Context: an optimization exercise on an open-source flow, tuned for small area, a short achievable clock period and few clock cycles per item. The choices shown serve that exercise and are no tape-out recipe.
Where RTL was checked, it was by simulation tests only, not by an equivalence proof against the original.

## quartz
## matmul_engine
module matmul_engine (
  input  logic                clk,
  input  logic                rst,
  input  logic                start,
  output logic                start_ready,
  input  logic [4:0]          k_len,
  input  logic                in_valid,
  output logic                in_ready,
  input  logic [3:0][7:0]     in_a,
  input  logic [3:0][7:0]     in_b,
  output logic                out_valid,
  input  logic                out_ready,
  output logic [3:0][15:0]    out_row,
  output logic [1:0]          out_ridx,
  output logic                busy,
  output logic                done
);
  localparam int N = sysarray_pkg::N;
  logic       fv, fv_n;        
  logic [4:0] rem, rem_n;      
  logic       fst, fst_n;      
  logic       zj, zj_n;        
  logic       qv, qv_n;
  logic [4:0] qk, qk_n;
  logic       r_first, r_last;
  logic       p_last;
  logic       acc_full, acc_full_n;
  logic       ob_valid, ob_valid_n;
  logic [1:0] ob_row, ob_row_n;
  logic [2:0] njobs, njobs_n;  
  logic       in_ready_r, start_ready_r, busy_r, done_r;
  logic beat, take, st_hs, out_hs, last_take, copy, feed_done;
  function automatic logic safe_f(input logic rl, input logic pl,
                                  input logic af, input logic obv);
    logic [1:0] pending;
    pending = 2'(rl) + 2'(pl) + 2'(af);
    safe_f = (pending == 2'd0) || (pending == 2'd1 && !obv);
  endfunction
  assign beat      = in_valid && in_ready_r;
  assign take      = beat || (fv && zj && (!fst || safe_f(r_last, p_last, acc_full, ob_valid)));
  assign feed_done = take && (rem == 5'd1);
  assign st_hs     = start && start_ready_r;
  assign out_hs    = ob_valid && out_ready;
  assign last_take = out_hs && (ob_row == 2'd3);
  assign copy      = (p_last || acc_full) && !ob_valid;
  assign start_ready = start_ready_r;
  assign in_ready    = in_ready_r;
  assign out_valid   = ob_valid;
  assign out_ridx    = ob_row;
  assign busy        = busy_r;
  assign done        = done_r;
  always_comb begin
    fv_n = fv; rem_n = rem; fst_n = fst; zj_n = zj;
    qv_n = qv; qk_n = qk;
    if (!fv || feed_done) begin
      if (qv) begin
        fv_n = 1'b1; rem_n = (qk == '0) ? 5'd1 : qk; zj_n = (qk == '0); fst_n = 1'b1;
        qv_n = 1'b0;
      end else if (st_hs) begin
  ...
For scale: ~5600 cells after synthesis, ~150 I/O pins.
==> flow/config.mk <==
export PLATFORM = sky130hd
export DESIGN_NAME = matmul_engine
export DESIGN_NICKNAME = matmul_engine
export VERILOG_FILES = /design/flow/design.v
export SDC_FILE = /design/flow/constraint.sdc
export NUM_CORES = 4
export LEC_CHECK = 0
export CAP_MARGIN = 20
export CORE_MARGIN = 2
export CORE_UTILIZATION = 55
export SETUP_SLACK_MARGIN = 4.5
export SLEW_MARGIN = 20
==> flow/constraint.sdc <==
create_clock -name core_clock -period 8.0 [get_ports {clk}]
set_input_delay 1.6000 -clock core_clock [delete_from_list [all_inputs] [get_ports {clk}]]
set_output_delay 1.6000 -clock core_clock [all_outputs]
set_load 0.01 [all_outputs]
run.sh (not shown) runs the stock make flow with config.mk's settings and CLKGATE_MAP_FILE= SYNTH_SCRIPT=/design/flow/synth_recipe.tcl, a recipe that flattens the netlist after the stock synthesis.
Testbench counts of quartz, summed over its fixed seeds: cycles 7,224, jobs 768.
For harbor, these inputs were changed with respect to quartz:
diff --git a/flow/design.v b/flow/design.v
--- a/flow/design.v
+++ b/flow/design.v
@@ -1,26 +1,27 @@
 package sysarray_pkg;
   localparam int N     = 4;
   localparam int A_W   = 8;
   localparam int B_W   = 8;
   localparam int K_MAX = 16;
   localparam int OUT_W = 16;
 endpackage
 module pe (
   input  logic        clk,
-  input  logic        clr,       
+  input  logic        first,     
   input  logic [7:0]  a_in,
   input  logic [3:0]  one,       
   input  logic [3:0]  two,       
   input  logic [3:0]  neg,       
   output logic [15:0] acc_next   
 );
   logic [15:0] ps, pc;     
+  logic [15:0] base;
   logic [15:0] s3, c3;
   logic [15:0] acc;
   wire pp0_0 = ((one[0] & a_in[0])) ^ neg[0];
   wire pp0_1 = ((one[0] & a_in[1]) | (two[0] & a_in[0])) ^ neg[0];
   wire pp0_2 = ((one[0] & a_in[2]) | (two[0] & a_in[1])) ^ neg[0];
   wire pp0_3 = ((one[0] & a_in[3]) | (two[0] & a_in[2])) ^ neg[0];
   wire pp0_4 = ((one[0] & a_in[4]) | (two[0] & a_in[3])) ^ neg[0];
   wire pp0_5 = ((one[0] & a_in[5]) | (two[0] & a_in[4])) ^ neg[0];
   wire pp0_6 = ((one[0] & a_in[6]) | (two[0] & a_in[5])) ^ neg[0];
@@ -123,23 +124,24 @@
   assign t45 = pp2_8 ^ pp3_6 ^ t42;
   assign t46 = (pp2_8 & pp3_6) | (pp2_8 & t42) | (pp3_6 & t42);
   wire t47, t48;
   assign t47 = pp3_7 ^ 1'b1 ^ t46;
   assign t48 = (pp3_7 & 1'b1) | (pp3_7 & t46) | (1'b1 & t46);
   always_ff @(posedge clk) begin
     ps <= {1'b1, pp3_8, t47, t45, t43, t39, t35, t29, t23, t17, t11, t7, t3, t1, pp0_1, pp0_0};
     pc <= {1'b0, t48, 1'b0, t44, 1'b0, t36, 1'b0, t24, 1'b0, 1'b0, 1'b0, 1'b0, 1'b0, 1'b0, 1'b0, neg[0]};
   end
-  assign s3 = acc ^ ps ^ pc;
-  assign c3 = {(acc[14:0] & ps[14:0]) | (acc[14:0] & pc[14:0]) | (ps[14:0] & pc[14:0]), 1'b0};
+  assign base = first ? 16'd0 : acc;
+  assign s3 = base ^ ps ^ pc;
+  assign c3 = {(base[14:0] & ps[14:0]) | (base[14:0] & pc[14:0]) | (ps[14:0] & pc[14:0]), 1'b0};
   assign acc_next = s3 + c3;
   always_ff @(posedge clk) begin
-    acc <= clr ? 16'd0 : acc_next;
+    acc <= acc_next;
   end
 endmodule
 module matmul_engine (
   input  logic                clk,
   input  logic                rst,
   input  logic                start,
   output logic                start_ready,
   input  logic [4:0]          k_len,
   input  logic                in_valid,
@@ -155,19 +157,19 @@
 );
   localparam int N = sysarray_pkg::N;
   logic       fv, fv_n;        
   logic [4:0] rem, rem_n;      
   logic       fst, fst_n;      
   logic       zj, zj_n;        
   logic       qv, qv_n;
   logic [4:0] qk, qk_n;
   logic       r_first, r_last;
-  logic       p_last;
+  logic       p_first, p_last;
   logic       acc_full, acc_full_n;
   logic       ob_valid, ob_valid_n;
   logic [1:0] ob_row, ob_row_n;
   logic [2:0] njobs, njobs_n;  
   logic       in_ready_r, start_ready_r, busy_r, done_r;
   logic beat, take, st_hs, out_hs, last_take, copy, feed_done;
   function automatic logic safe_f(input logic rl, input logic pl,
                                   input logic af, input logic obv);
     logic [1:0] pending;
@@ -221,28 +223,29 @@
       if (ob_row == 2'd3) ob_valid_n = 1'b0;
     end
     njobs_n = njobs + 3'(st_hs) - 3'(last_take);
   end
   always_ff @(posedge clk or posedge rst) begin
     if (rst) begin
       fv <= 1'b0; rem <= '0; fst <= 1'b0; zj <= 1'b0;
       qv <= 1'b0; qk <= '0;
       r_first <= 1'b0; r_last <= 1'b0;
-      p_last <= 1'b0;
+      p_first <= 1'b0; p_last <= 1'b0;
       acc_full <= 1'b0;
       ob_valid <= 1'b0; ob_row <= '0;
       njobs <= '0;
       in_ready_r <= 1'b0; start_ready_r <= 1'b1; busy_r <= 1'b0; done_r <= 1'b0;
     end else begin
       fv <= fv_n; rem <= rem_n; fst <= fst_n; zj <= zj_n;
       qv <= qv_n; qk <= qk_n;
       r_first <= take && fst;
       r_last  <= feed_done;
+      p_first <= r_first;
       p_last  <= r_last;
       acc_full <= acc_full_n;
       ob_valid <= ob_valid_n; ob_row <= ob_row_n;
       njobs <= njobs_n;
       in_ready_r    <= fv_n && !zj_n &&
                        (!fst_n || safe_f(feed_done, r_last, acc_full_n, ob_valid_n));
       start_ready_r <= !qv_n;
       busy_r        <= (njobs_n != 3'd0);
       done_r        <= last_take;
@@ -264,19 +267,19 @@
       end
     end
   end
   logic [15:0] acc_next [N][N];
   genvar gi, gj;
   for (gi = 0; gi < N; gi++) begin : g_row
     for (gj = 0; gj < N; gj++) begin : g_col
       pe u_pe (
         .clk     (clk),
-        .clr     (r_first),
+        .first   (p_first),
         .a_in    (ra[gi]),
         .one     (rb_one[gj]),
         .two     (rb_two[gj]),
         .neg     (rb_neg[gj]),
         .acc_next(acc_next[gi][gj])
       );
     end
   end
   logic [3:0][15:0] ob [N];
Notes after the runs:
harbor vs quartz — worst slack at placement dropped 0.43 ns. Final area: harbor worse than quartz. harbor has completed all stages; timing, DRC and antenna checks passed. On layout multi-input combinational cell count: harbor sits above quartz. In the tables for harbor and quartz, die footprint reads higher with harbor. Going from quartz to harbor, pin count of the biggest net entering global routing shrank by more than 10%.
For harbor, only the layout was checked, not whether the RTL still works.

matmul_engine, a different RTL version from the one above (not shown whole).
Size in the first run: about 1100 flip-flops, roughly 150 I/O pins.
==> module matmul_engine, before the edit <==
module matmul_engine (
  input  logic                clk,
  input  logic                rst,
  input  logic                start,
  output logic                start_ready,
  input  logic [4:0]          k_len,
  input  logic                in_valid,
  output logic                in_ready,
  input  logic [3:0][7:0]     in_a,
  input  logic [3:0][7:0]     in_b,
  output logic                out_valid,
  input  logic                out_ready,
  output logic [3:0][15:0]    out_row,
  output logic [1:0]          out_ridx,
  output logic                busy,
  output logic                done
);
  localparam int N = sysarray_pkg::N;
  logic       fv, fv_n;        
  logic [4:0] rem, rem_n;      
  logic       fst, fst_n;      
  logic       zj, zj_n;        
  logic       qv, qv_n;
  logic [4:0] qk, qk_n;
  logic       r_first, r_last;
  logic       p_last;
  logic       acc_full, acc_full_n;
  logic       ob_valid, ob_valid_n;
  logic [1:0] ob_row, ob_row_n;
  logic [2:0] njobs, njobs_n;  
  logic       in_ready_r, start_ready_r, busy_r, done_r;
  logic beat, take, st_hs, out_hs, last_take, copy, copy_sel, ob_en, feed_done;
  function automatic logic safe_f(input logic rl, input logic pl,
                                  input logic af, input logic obv);
    logic [1:0] pending;
    pending = 2'(rl) + 2'(pl) + 2'(af);
    safe_f = (pending == 2'd0) || (pending == 2'd1 && !obv);
  endfunction
  assign beat      = in_valid && in_ready_r;
  assign take      = beat || (fv && zj && (!fst || safe_f(r_last, p_last, acc_full, ob_valid)));
  assign feed_done = take && (rem == 5'd1);
  assign st_hs     = start && start_ready_r;
  assign out_hs    = ob_valid && out_ready;
  assign last_take = out_hs && (ob_row == 2'd3);
  assign copy_sel  = (p_last || acc_full) && (!ob_valid || ob_row == 2'd3);
  assign copy      = (p_last || acc_full) && (!ob_valid || last_take);
  assign ob_en     = copy || out_hs;
  assign start_ready = start_ready_r;
  assign in_ready    = in_ready_r;
  assign out_valid   = ob_valid;
  assign out_ridx    = ob_row;
  assign busy        = busy_r;
  assign done        = done_r;
  always_comb begin
    fv_n = fv; rem_n = rem; fst_n = fst; zj_n = zj;
    qv_n = qv; qk_n = qk;
    if (!fv || feed_done) begin
      if (qv) begin
        fv_n = 1'b1; rem_n = (qk == '0) ? 5'd1 : qk; zj_n = (qk == '0); fst_n = 1'b1;
        qv_n = 1'b0;
      end else if (st_hs) begin
        fv_n = 1'b1; rem_n = (k_len == '0) ? 5'd1 : k_len; zj_n = (k_len == '0); fst_n = 1'b1;
      end else begin
        fv_n = 1'b0;
      end
    end else begin
      if (take) begin
        rem_n = rem - 5'd1;
        fst_n = 1'b0;
      end
      if (st_hs) begin
        qv_n = 1'b1;
        qk_n = k_len;
      end
    end
    acc_full_n = acc_full;
    if (p_last && !copy) acc_full_n = 1'b1;
    else if (copy) acc_full_n = 1'b0;
    ob_valid_n = ob_valid; ob_row_n = ob_row;
    if (copy) begin
      ob_valid_n = 1'b1;
      ob_row_n   = '0;
    end else if (out_hs) begin
      ob_row_n = ob_row + 2'd1;
      if (ob_row == 2'd3) ob_valid_n = 1'b0;
    end
    njobs_n = njobs + 3'(st_hs) - 3'(last_take);
  end
  always_ff @(posedge clk or posedge rst) begin
    if (rst) begin
      fv <= 1'b0; rem <= '0; fst <= 1'b0; zj <= 1'b0;
      qv <= 1'b0; qk <= '0;
      r_first <= 1'b0; r_last <= 1'b0;
      p_last <= 1'b0;
      acc_full <= 1'b0;
      ob_valid <= 1'b0; ob_row <= '0;
      njobs <= '0;
      in_ready_r <= 1'b0; start_ready_r <= 1'b1; busy_r <= 1'b0; done_r <= 1'b0;
    end else begin
      fv <= fv_n; rem <= rem_n; fst <= fst_n; zj <= zj_n;
      qv <= qv_n; qk <= qk_n;
      r_first <= take && fst;
      r_last  <= feed_done;
      p_last  <= r_last;
      acc_full <= acc_full_n;
      ob_valid <= ob_valid_n; ob_row <= ob_row_n;
      njobs <= njobs_n;
      in_ready_r    <= fv_n && !zj_n &&
                       (!fst_n || safe_f(feed_done, r_last, acc_full_n, ob_valid_n));
      start_ready_r <= !qv_n;
      busy_r        <= (njobs_n != 3'd0);
      done_r        <= last_take;
    end
  end
  logic [3:0][7:0] ra;
  logic [3:0][3:0] rb_one, rb_two, rb_neg;
  always_ff @(posedge clk) begin
    for (int i = 0; i < N; i++) begin
      ra[i] <= beat ? in_a[i] : 8'd0;
      for (int k = 0; k < 4; k++) begin
        logic b2, b1, b0;
        b2 = in_b[i][2*k+1];
        b1 = in_b[i][2*k];
        b0 = (k == 0) ? 1'b0 : in_b[i][2*k-1];
        rb_one[i][k] <= b1 ^ b0;
        rb_two[i][k] <= (b2 & !b1 & !b0) | (!b2 & b1 & b0);
        rb_neg[i][k] <= b2;
      end
    end
  end
  logic [15:0] acc_next [N][N];
  genvar gi, gj;
  for (gi = 0; gi < N; gi++) begin : g_row
    for (gj = 0; gj < N; gj++) begin : g_col
      pe u_pe (
        .clk     (clk),
        .clr     (r_first),
        .a_in    (ra[gi]),
        .one     (rb_one[gj]),
        .two     (rb_two[gj]),
        .neg     (rb_neg[gj]),
        .acc_next(acc_next[gi][gj])
      );
    end
  end
  logic [3:0][15:0] ob [N];
  always_ff @(posedge clk) begin
    if (ob_en) begin
      if (copy_sel) begin
        for (int i = 0; i < N; i++)
          for (int j = 0; j < N; j++)
            ob[i][j] <= acc_next[i][j];
      end else begin
        for (int i = 0; i < N - 1; i++)
          ob[i] <= ob[i+1];
      end
    end
  end
  assign out_row = ob[0];
endmodule
clock: 8.0 ns
lec_check: 0
cap_margin: 20
core_margin: 2
core_utilization: 70
cts_cluster_diameter: 100
cts_cluster_size: 25
setup_slack_margin: 5
slew_margin: 20
==> next run, changes <==
--- a/flow/design.v
+++ b/flow/design.v
@@ -168,13 +168,9 @@
   logic [2:0] njobs, njobs_n;  
   logic       in_ready_r, start_ready_r, busy_r, done_r;
+  logic hold_r, hold_n;
   logic beat, take, st_hs, out_hs, last_take, copy, copy_sel, ob_en, feed_done;
-  function automatic logic safe_f(input logic rl, input logic pl,
-                                  input logic af, input logic obv);
-    logic [1:0] pending;
-    pending = 2'(rl) + 2'(pl) + 2'(af);
-    safe_f = (pending == 2'd0) || (pending == 2'd1 && !obv);
-  endfunction
+  logic rf_n, rl_n, pl_n;
   assign beat      = in_valid && in_ready_r;
-  assign take      = beat || (fv && zj && (!fst || safe_f(r_last, p_last, acc_full, ob_valid)));
+  assign take      = beat || (fv && zj && !hold_r);
   assign feed_done = take && (rem == 5'd1);
   assign st_hs     = start && start_ready_r;
@@ -224,4 +220,8 @@
     end
     njobs_n = njobs + 3'(st_hs) - 3'(last_take);
+    rf_n = hold_r ? r_first : (take && fst);
+    rl_n = hold_r ? r_last  : feed_done;
+    pl_n = !hold_r && r_last;
+    hold_n = rf_n && (pl_n || acc_full_n) && ob_valid_n;
   end
   always_ff @(posedge clk or posedge rst) begin
@@ -229,5 +229,5 @@
       fv <= 1'b0; rem <= '0; fst <= 1'b0; zj <= 1'b0;
       qv <= 1'b0; qk <= '0;
-      r_first <= 1'b0; r_last <= 1'b0;
+      r_first <= 1'b0; r_last <= 1'b0; hold_r <= 1'b0;
       p_last <= 1'b0;
       acc_full <= 1'b0;
@@ -238,12 +238,12 @@
       fv <= fv_n; rem <= rem_n; fst <= fst_n; zj <= zj_n;
       qv <= qv_n; qk <= qk_n;
-      r_first <= take && fst;
-      r_last  <= feed_done;
-      p_last  <= r_last;
+      r_first <= rf_n;
+      r_last  <= rl_n;
+      hold_r  <= hold_n;
+      p_last  <= pl_n;
       acc_full <= acc_full_n;
       ob_valid <= ob_valid_n; ob_row <= ob_row_n;
       njobs <= njobs_n;
-      in_ready_r    <= fv_n && !zj_n &&
-                       (!fst_n || safe_f(feed_done, r_last, acc_full_n, ob_valid_n));
+      in_ready_r    <= fv_n && !zj_n && !hold_n;
       start_ready_r <= !qv_n;
       busy_r        <= (njobs_n != 3'd0);
@@ -254,5 +254,5 @@
   logic [3:0][3:0] rb_one, rb_two, rb_neg;
   always_ff @(posedge clk) begin
-    for (int i = 0; i < N; i++) begin
+    if (!hold_r) for (int i = 0; i < N; i++) begin
       ra[i] <= beat ? in_a[i] : 8'd0;
       for (int k = 0; k < 4; k++) begin
@@ -273,6 +273,6 @@
       pe u_pe (
         .clk     (clk),
-        .clr     (r_first),
-        .a_in    (ra[gi]),
+        .clr     (r_first && !hold_r),
+        .a_in    (hold_r ? 8'd0 : ra[gi]),
         .one     (rb_one[gj]),
         .two     (rb_two[gj]),
Outcome: With this change the flow produced a layout that fails on slew limit; via count went up by roughly a tenth; clock skew is about the same; area after synthesis went up by a few percent; sequential cell count went up by 1; die area went up by a few percent; global-route usage went up by 3.6 points.
No functional check of the RTL was part of any run of this note.

## static timing again, ports no longer ideal
Ports are ideal in the flow. The routed layouts listed here were re-timed in OpenROAD.
Step 1: set_driving_cell puts a clkbuf_16 on clk and a buf_2 on each other input, an assumption about the parent block.
Step 2 times the ports against the registers' clock, not the clock port: input delays grow and output delays shrink by t, the midpoint of the rising clock arrivals with the driver on.
Three values: ideal ports, drivers, drivers and shift; two values: the first two.
run | t (ns) | setup WS [ns] | worst setup path at the end | worst data-port slew with drivers (ns)
quartz | 0.761 | 4.576 / 4.502 / 4.030 | input to register | 0.17
harbor | 0.764 | 4.342 / 4.342 / 3.958 | input to register | 0.12
the first run of note 2 | 0.704 | 4.988 / 4.970 / 4.477 | input to register | 0.12
the second run of note 2 | 0.720 | 4.796 / 4.796 / 4.396 | input to register | 0.14
For quartz, which loses most, drivers alone change the setup slack by -0.074 ns; drivers and shift together by -0.546 ns.
